This design comes from an exercise in tuning for small area, a short achievable clock period and few clock cycles per item on the open sky130 flow, not from production work. Only the layout flow was run in this run; the RTL was not checked for function there. Power is estimated from default activity; no workload was simulated.

File: design/flow/design.v
`default_nettype none
package iopc_pkg;
   localparam int FIELD_W = 64;
   typedef struct packed {
      logic signed [FIELD_W-1:0] base;
      logic signed [FIELD_W-1:0] exponent;
   } req_type;
   typedef struct packed {
      logic signed [FIELD_W-1:0] power;
      logic                      overflow;
   } rsp_type;
   typedef struct packed {
      logic load;
      logic start_r;
      logic start_sq;
      logic latch_r;
      logic latch_sq;
      logic shift_e;
      logic set_ovf;
      logic fin;
   } cmd_type;
   typedef struct packed {
      logic trivial;
      logic e_bit0;
      logic e_rest_zero;
      logic sq_big;
      logic mul_done;
      logic mul_big;
   } stat_type;
endpackage
`default_nettype wire
`default_nettype none
module iopc_mul #(
   parameter int W = 64
) (
   input  logic         clock,
   input  logic         reset,
   input  logic         start,
   input  logic [W-1:0] a,
   input  logic [W-1:0] b,
   output logic         done,
   output logic         big,
   output logic [W-1:0] lo
);
   localparam int NQ    = 4;
   localparam int Q     = (W + NQ - 1) / NQ;
   localparam int BP    = NQ * Q;
   localparam int PW    = W + BP;
   localparam int PPW   = W + Q;
   localparam int CNT_W = $clog2(NQ);
   logic [W-1:0]     a_ff;
   logic [BP-1:0]    b_sh_ff, b_sh_in;
   logic [PW-1:0]    acc_ff, acc_in;
   logic [CNT_W-1:0] cnt_ff, cnt_in;
   logic             busy_ff, busy_in;
   logic             done_ff, done_in;
   logic [PPW-1:0]   pp;
   logic [W-1:0]     half;
   assign pp   = PPW'(a_ff) * PPW'(b_sh_ff[BP-1 -: Q]);
   assign half = W'(1) << (W - 1);
   always_comb begin
      b_sh_in = b_sh_ff;
      acc_in  = acc_ff;
      cnt_in  = cnt_ff;
      busy_in = busy_ff;
      done_in = 1'b0;
      if (start) begin
         b_sh_in = BP'(b);
         acc_in  = '0;
         cnt_in  = '0;
         busy_in = 1'b1;
      end else if (busy_ff) begin
         acc_in  = {acc_ff[PW-Q-1:0], {Q{1'b0}}} + PW'(pp);
         b_sh_in = b_sh_ff << Q;
         cnt_in  = cnt_ff + CNT_W'(1);
         if (cnt_ff == CNT_W'(NQ - 1)) begin
            busy_in = 1'b0;
            done_in = 1'b1;
         end
      end
   end
   always_ff @(posedge clock) begin
      if (start) begin
         a_ff <= a;
      end
      b_sh_ff <= b_sh_in;
      acc_ff  <= acc_in;
      cnt_ff  <= cnt_in;
      if (reset) begin
         busy_ff <= 1'b0;
         done_ff <= 1'b0;
      end else begin
         busy_ff <= busy_in;
         done_ff <= done_in;
      end
   end
   assign done = done_ff;
   assign lo   = acc_ff[W-1:0];
   assign big  = (acc_ff[PW-1:W] != '0) || (acc_ff[W-1:0] > half);
endmodule
`default_nettype wire
`default_nettype none
module iopc_dpath #(
   parameter int W = 64
) (
   input  logic              clock,
   input  logic              reset,
   input  iopc_pkg::req_type req_data,
   input  iopc_pkg::cmd_type cmd,
   output iopc_pkg::stat_type stat,
   output iopc_pkg::rsp_type rsp_data
);
   logic [W-1:0]       base_w, exp_w, mag, half, mul_a, mul_lo, res_mag, res_w;
   logic               bneg, eneg, ezero, mag_le1;
   logic [W-1:0]       r_ff, sq_ff;
   logic [W-2:0]       e_rem_ff;
   logic               sq_big_ff, ovf_ff, odd_ff, bneg_ff, trivial_ff;
   logic [iopc_pkg::FIELD_W-1:0] power_ff;
   logic               ovf_out_ff;
   logic               mul_done, mul_big, rneg, ovf_fin;
   assign half    = W'(1) << (W - 1);
   assign base_w  = req_data.base[W-1:0];
   assign exp_w   = req_data.exponent[W-1:0];
   assign bneg    = base_w[W-1];
   assign eneg    = exp_w[W-1];
   assign ezero   = (exp_w == '0);
   assign mag     = bneg ? (W'(0) - base_w) : base_w;
   assign mag_le1 = (mag[W-1:1] == '0);
   assign mul_a = cmd.start_sq ? sq_ff : r_ff;
   iopc_mul #(.W(W)) u_mul (
      .clock (clock),
      .reset (reset),
      .start (cmd.start_r | cmd.start_sq),
      .a     (mul_a),
      .b     (sq_ff),
      .done  (mul_done),
      .big   (mul_big),
      .lo    (mul_lo)
   );
   assign rneg    = bneg_ff && odd_ff && (r_ff != '0);
   assign ovf_fin = ovf_ff || (rneg ? (r_ff > half) : (r_ff >= half));
   assign res_mag = rneg ? (W'(0) - r_ff) : r_ff;
   assign res_w   = ovf_fin ? '0 : res_mag;
   always_ff @(posedge clock) begin
      if (cmd.load) begin
         r_ff       <= (eneg || (!ezero && (mag == '0))) ? W'(0) : W'(1);
         sq_ff      <= mag;
         sq_big_ff  <= 1'b0;
         ovf_ff     <= 1'b0;
         e_rem_ff   <= exp_w[W-2:0];
         odd_ff     <= exp_w[0];
         bneg_ff    <= bneg;
         trivial_ff <= eneg || ezero || mag_le1;
      end else begin
         if (cmd.latch_r) begin
            r_ff <= mul_lo;
            if (mul_big) begin
               ovf_ff <= 1'b1;
            end
         end
         if (cmd.latch_sq) begin
            sq_ff <= mul_lo;
            if (mul_big) begin
               sq_big_ff <= 1'b1;
            end
         end
         if (cmd.shift_e) begin
            e_rem_ff <= e_rem_ff >> 1;
         end
         if (cmd.set_ovf) begin
            ovf_ff <= 1'b1;
         end
      end
      if (cmd.fin) begin
         power_ff   <= iopc_pkg::FIELD_W'(res_w);
         ovf_out_ff <= ovf_fin;
      end
   end
   assign stat.trivial     = trivial_ff;
   assign stat.e_bit0      = e_rem_ff[0];
   assign stat.e_rest_zero = (e_rem_ff[W-2:1] == '0);
   assign stat.sq_big      = sq_big_ff;
   assign stat.mul_done    = mul_done;
   assign stat.mul_big     = mul_big;
   assign rsp_data.power    = power_ff;
   assign rsp_data.overflow = ovf_out_ff;
endmodule
`default_nettype wire
`default_nettype none
module iopc_ctrl (
   input  logic                clock,
   input  logic                reset,
   input  logic                req_valid,
   output logic                req_stall,
   output logic                rsp_valid,
   input  logic                rsp_stall,
   input  iopc_pkg::stat_type  stat,
   output iopc_pkg::cmd_type   cmd
);
   typedef enum logic [5:0] {
      ST_IDLE   = 6'b000001,
      ST_CHECK  = 6'b000010,
      ST_MUL_R  = 6'b000100,
      ST_NEXT   = 6'b001000,
      ST_MUL_SQ = 6'b010000,
      ST_DONE   = 6'b100000
   } state_type;
   state_type state_ff, state_in;
   logic      rsp_valid_ff, rsp_valid_in;
   logic      out_free;
   assign req_stall = (state_ff != ST_IDLE);
   assign out_free  = !rsp_valid_ff || !rsp_stall;
   always_comb begin
      state_in = state_ff;
      cmd      = '0;
      case (state_ff)
         ST_IDLE: begin
            if (req_valid) begin
               cmd.load = 1'b1;
               state_in = ST_CHECK;
            end
         end
         ST_CHECK: begin
            if (stat.trivial) begin
               state_in = ST_DONE;
            end else if (stat.e_bit0 && stat.sq_big) begin
               cmd.set_ovf = 1'b1;
               state_in    = ST_DONE;
            end else if (stat.e_bit0) begin
               cmd.start_r = 1'b1;
               state_in    = ST_MUL_R;
            end else begin
               state_in = ST_NEXT;
            end
         end
         ST_MUL_R: begin
            if (stat.mul_done) begin
               cmd.latch_r = 1'b1;
               state_in    = stat.mul_big ? ST_DONE : ST_NEXT;
            end
         end
         ST_NEXT: begin
            cmd.shift_e = 1'b1;
            if (stat.e_rest_zero) begin
               state_in = ST_DONE;
            end else if (stat.sq_big) begin
               cmd.set_ovf = 1'b1;
               state_in    = ST_DONE;
            end else begin
               cmd.start_sq = 1'b1;
               state_in     = ST_MUL_SQ;
            end
         end
         ST_MUL_SQ: begin
            if (stat.mul_done) begin
               cmd.latch_sq = 1'b1;
               state_in     = ST_CHECK;
            end
         end
         ST_DONE: begin
            if (out_free) begin
               cmd.fin  = 1'b1;
               state_in = ST_IDLE;
            end
         end
         default: begin
            state_in = ST_IDLE;
         end
      endcase
   end
   always_comb begin
      rsp_valid_in = rsp_valid_ff;
      if (cmd.fin) begin
         rsp_valid_in = 1'b1;
      end else if (rsp_valid_ff && !rsp_stall) begin
         rsp_valid_in = 1'b0;
      end
   end
   always_ff @(posedge clock) begin
      if (reset) begin
         state_ff     <= ST_IDLE;
         rsp_valid_ff <= 1'b0;
      end else begin
         state_ff     <= state_in;
         rsp_valid_ff <= rsp_valid_in;
      end
   end
   assign rsp_valid = rsp_valid_ff;
endmodule
`default_nettype wire
`default_nettype none
module int64_power_overflow_checked (
   input  logic        clock,
   input  logic        reset,
   input  logic        req_valid,
   output logic        req_stall,
   input  logic [63:0] req_base,
   input  logic [63:0] req_exponent,
   output logic        rsp_valid,
   input  logic        rsp_stall,
   output logic [63:0] rsp_power,
   output logic        rsp_overflow
);
   localparam int DATA_WIDTH = 64;
   iopc_pkg::cmd_type  cmd;    
   iopc_pkg::stat_type stat;   
   iopc_pkg::req_type  req_data;
   iopc_pkg::rsp_type  rsp_data;
   assign req_data.base     = req_base;
   assign req_data.exponent = req_exponent;
   assign rsp_power         = rsp_data.power;
   assign rsp_overflow      = rsp_data.overflow;
   iopc_ctrl u_ctrl (
      .clock     (clock),
      .reset     (reset),
      .req_valid (req_valid),
      .req_stall (req_stall),
      .rsp_valid (rsp_valid),
      .rsp_stall (rsp_stall),
      .stat      (stat),
      .cmd       (cmd)
   );
   iopc_dpath #(.W(DATA_WIDTH)) u_dpath (
      .clock    (clock),
      .reset    (reset),
      .req_data (req_data),
      .cmd      (cmd),
      .stat     (stat),
      .rsp_data (rsp_data)
   );
endmodule
`default_nettype wire
File: design/flow/run.sh
#!/bin/bash
# synth_recipe.tcl (not shown) runs the flow's synth.tcl, then flattens the netlist and writes it again
# the make line also repeats each setting of config.mk as NAME=value (left out here)
make -C /OpenROAD-flow-scripts/flow DESIGN_CONFIG=/design/flow/config.mk WORK_HOME=/design/flow/orfs CLKGATE_MAP_FILE= SYNTH_SCRIPT=/design/flow/synth_recipe.tcl finish
File: design/flow/config.mk
export PLATFORM = sky130hd
export DESIGN_NAME = int64_power_overflow_checked
export DESIGN_NICKNAME = int64_power_overflow_checked
export VERILOG_FILES = /design/flow/design.v
export SDC_FILE = /design/flow/constraint.sdc
export NUM_CORES = 4
export LEC_CHECK = 0
export CAP_MARGIN = 20
export CORE_MARGIN = 2
export CORE_UTILIZATION = 40
export SLEW_MARGIN = 20
File: design/flow/constraint.sdc
create_clock -name core_clock -period 10.0 [get_ports {clock}]
set_input_delay 2.0000 -clock core_clock [delete_from_list [all_inputs] [get_ports {clock}]]
set_output_delay 2.0000 -clock core_clock [all_outputs]
set_load 0.01 [all_outputs]
==> flow_summary.json <==
{
  "dr_total_vias": 47508,
  "ctsHoldBuffers": 0,
  "period_share_pct": 86.9,
  "netlist_area_um2": 60200,
  "first_global_vias": 48849,
  "muxShareOfSynthArea_pct": 2.03,
  "synthCells": 6663,
  "antenna_found_initial": 14,
  "start_util_pct": 40.2,
  "path_class": "register to register",
  "maxSlewViolCount": 0,
  "avgSynthCellArea_um2": 9.03,
  "cp.arrival_ns": 9.29,
  "wl_um": 199000,
  "rsz0062_at_grt": "no",
  "drive_gt1_share_pct": 4.36,
  "dp_slack_ns": 1.34,
  "clk_latency_ns": 0.71,
  "cp-end-kind": "register",
  "regArea_um2": 14400,
  "final_nets": 7860,
  "port-buffer-count": 198,
  "synth_top_cell_by_area": "fa_1",
  "initialDrtViolationCount": 4369,
  "synth_top_family_by_area": "adder cells",
  "crit_chain": "buf_4 -> and2_1 -> fa_1 -> fa_1 -> fa_1 -> fa_1 -> fa_1 -> inv_1 -> fa_1 -> inv_1 -> ha_1 -> nand4_1 -> nor2_1 -> nand2_1 -> nor3_1 -> o2111ai_1 -> a21oi_1 -> o21bai_1 -> and2_1 -> or4_1 -> a31oi_1",
  "crit_path_start_kind": "register",
  "drcViolationCount": 0,
  "cts_max_level": 2,
  "crit_start": "u_dpath.u_mul.b_sh_ff[62]",
  "ys_types": 84,
  "dp_hpwl_um": 159000,
  "synth_fp_nets": 7897,
  "finalSetupViolCount": 0,
  "postCtsSetupBuffers": 0,
  "status": "finished clean",
  "synthAdderAreaFrac_pct": 34.5,
  "cp_max_fo": 32,
  "std_cell_rows": 142,
  "cts_sinks": 528,
  "ys_top_cells_by_count": "nand2_1, inv_1, fa_1",
  "die-area_um2": 153000,
  "ys_async_sr_fraction_pct": 0,
  "worst_pin_slew_ns": 1.19,
  "synth_seq_area_share_pct": 24.0,
  "hold_viol_final": 0,
  "tns_ns": 0,
  "max_cap_violations": 0,
  "synth_top_area_share_pct": 31.0,
  "setup_slack_ns": 1.31,
  "dieHeight_um": 392,
  "pin_count": 199,
  "syn_to_final_growth_pct": 9.83,
  "synth_edf_count": 387,
  "numCtsBuffers": 61,
  "finalCriticalPeriod_ns": 8.69,
  "detail_route.wl_per_cell_um": 22.9,
  "peakVddDrop_v": 0.000212,
  "max_slew_margin_pct": 19.9,
  "path_common_cell": "fa_1",
  "grtUsageTotal_pct": 26.3,
  "synth_area_leaders": "fa_1, edfxtp_1, nand2_1",
  "min_from": "u_dpath.u_mul.acc_ff[43]",
  "max_freq_mhz": 115,
  "clock_skew_ns": 0.0783,
  "total_leakage_power_nw": 29.2,
  "slowest_delay_ns": 1.09,
  "grt_overflow": 0,
  "routabilityCongestion": 0.965,
  "synth_xor_area_share_pct": 3.09,
  "clk_pin_slew_ns": 0.06,
  "synthFlopType": "edfxtp_1",
  "fill_cells": 14709,
  "fin_total_pwr_mw": 15.9,
  "ant_nets": 0,
  "cts_buffer_depth": 3,
  "r2r-start": "u_dpath.u_mul.b_sh_ff[62]",
  "yosysWarnings": 3,
  "synth_compound_area_share_pct": 7.67,
  "via_per_inst": 5.46,
  "multi_input_area_um2": 39900,
  "core-area_um2": 150000,
  "yosys.area_share.simple_pct": 18.9,
  "grt_max_degree": 103,
  "cts_tree": "built",
  "crit_path_top_delay_cell": "edfxtp_1",
  "cts_resized": 0,
  "hold_path.class": "register to register",
  "p_per_area_nw_per_um2": 241,
  "critPathRequiredTime_ns": 10.61,
  "grt_pass1_wl_um": 306000,
  "die_w_um": 392,
  "synth-seq-cells": 528,
  "yosysMostFrequentCell": "nand2_1",
  "first_pass_iters": 6,
  "root_buffer": "clkbuf_16"
}
[layout by cell type, fill, tap and decap left out, types with 64 or more instances in the layout]
cell                n
a21o_1             64
a21oi_1           197
and2_1            396
buf_4              73
clkdlybuf4s50_1   197
dfxtp_1           140
edfxtp_1          387
fa_1              930
ha_1              172
inv_1            1181
nand2_1          1207
nand4_1            98
nor2_1            319
nor3_1             69
nor4_1             87
o21ai_0           163
xnor2_1           115
xor2_1             97
[area by class of cell]
class / count / share of cell area (%)
sequential: 528 / 21.9
multi-input combinational: 4575 / 60.4
inverter: 1185 / 6.75
clock buffer: 70 / 2.44
timing repair buffer: 275 / 3.95
antenna: 3 / 0.0114
tap: 2016 / 3.82
clock inverter: 46 / 0.788
[routing by layer]
metal  GRT usage, %  share of wire, %
met5              0            0.0065
met2           41.4                45
met1           36.5                42
met4           8.07               3.5
met3           5.45               9.2
[metrics by stage]
stage	cell area, um^2	hold slack, ns	util, %	std cells
global placement	63900	0.468	42.7	8578
global route	66100	0.514	44.2	8695
CTS	66000	0.485	44.1	8694
detailed placement	63900	0.470	42.7	8578
floorplan	60200	0.436	-	6663
finish	66100	0.489	44.2	8698
[report_power, final]
| part | internal (mW) | switching (mW) | leakage (nW) |
|---|---|---|---|
| sequential | 2.82 | 0.502 | 4.81 |
| combinational | 3.50 | 6.67 | 23.4 |
| clock | 1.36 | 1.06 | 1.04 |
| total | 7.68 | 8.23 | 29.2 |
[worst max-delay path, delay by kind of cell, from the launching register on]
| family | cells | cell delay [ns] |
|---|---|---|
| AO/OA/AOI/OAI | 4 | 1.37 |
| adder cells (fa/ha/maj) | 7 | 3.37 |
| buffers and inverters | 3 | 0.64 |
| flip-flops | 1 | 1.09 |
| AND/OR/NAND/NOR | 7 | 2.06 |
[worst paths after layout]
path                                             endpoint  depth (start not counted)  slack, ns
worst max register to register  u_dpath.u_mul.acc_ff[106]                         21       1.31
worst max-delay path            u_dpath.u_mul.acc_ff[106]                         21       1.31
worst min-delay path             u_dpath.u_mul.acc_ff[43]                          2       0.49
worst min register to register   u_dpath.u_mul.acc_ff[43]                          2       0.49
[cell families (layout without fill, tap and decap cells)]
logic type / count (synthesis) / count (layout)
xor+xnor: 212 / 212
fa+ha+maj: 1102 / 1102
simple gates: 2426 / 2426
flops: 528 / 528
compound gates: 721 / 721
other cells: 0 / 3
mux: 114 / 114
buf+inv: 1560 / 1576
[registers in the layout (all words and copies together), names as in the netlist, 2 cells and up]
name / flops
u_ctrl.state_ff: 6
u_dpath.e_rem_ff: 63
u_dpath.power_ff: 64
u_dpath.r_ff: 64
u_dpath.sq_ff: 64
u_dpath.u_mul.a_ff: 64
u_dpath.u_mul.acc_ff: 128
u_dpath.u_mul.b_sh_ff: 64
u_dpath.u_mul.cnt_ff: 2

## separate check: timing with driven ports
Ports are ideal in the flow. The routed layout listed here was re-timed in OpenROAD. Step 1 (the two cells are an assumption about what drives the block):
set clk [get_ports {clock}]
set_driving_cell -lib_cell sky130_fd_sc_hd__clkbuf_16 $clk
set_driving_cell -lib_cell sky130_fd_sc_hd__buf_2 [delete_from_list [all_inputs] $clk]
Step 2 moves the port delays by t, midway between the first and last clock arrival at a register: inputs arrive t later, outputs are due t later. That takes back most of the time a late clock gives input paths. a / b / c = ideal ports / drivers / drivers and shift; a / b = the first two.
t, ns: 0.742
setup slack, ns: 1.314 / 1.314 / 1.314
worst setup path after step 2: register to register
After both steps setup and hold are still met in this run. The setup slack of this run moves by 0.000 ns with the drivers and by 0.000 ns with both steps.
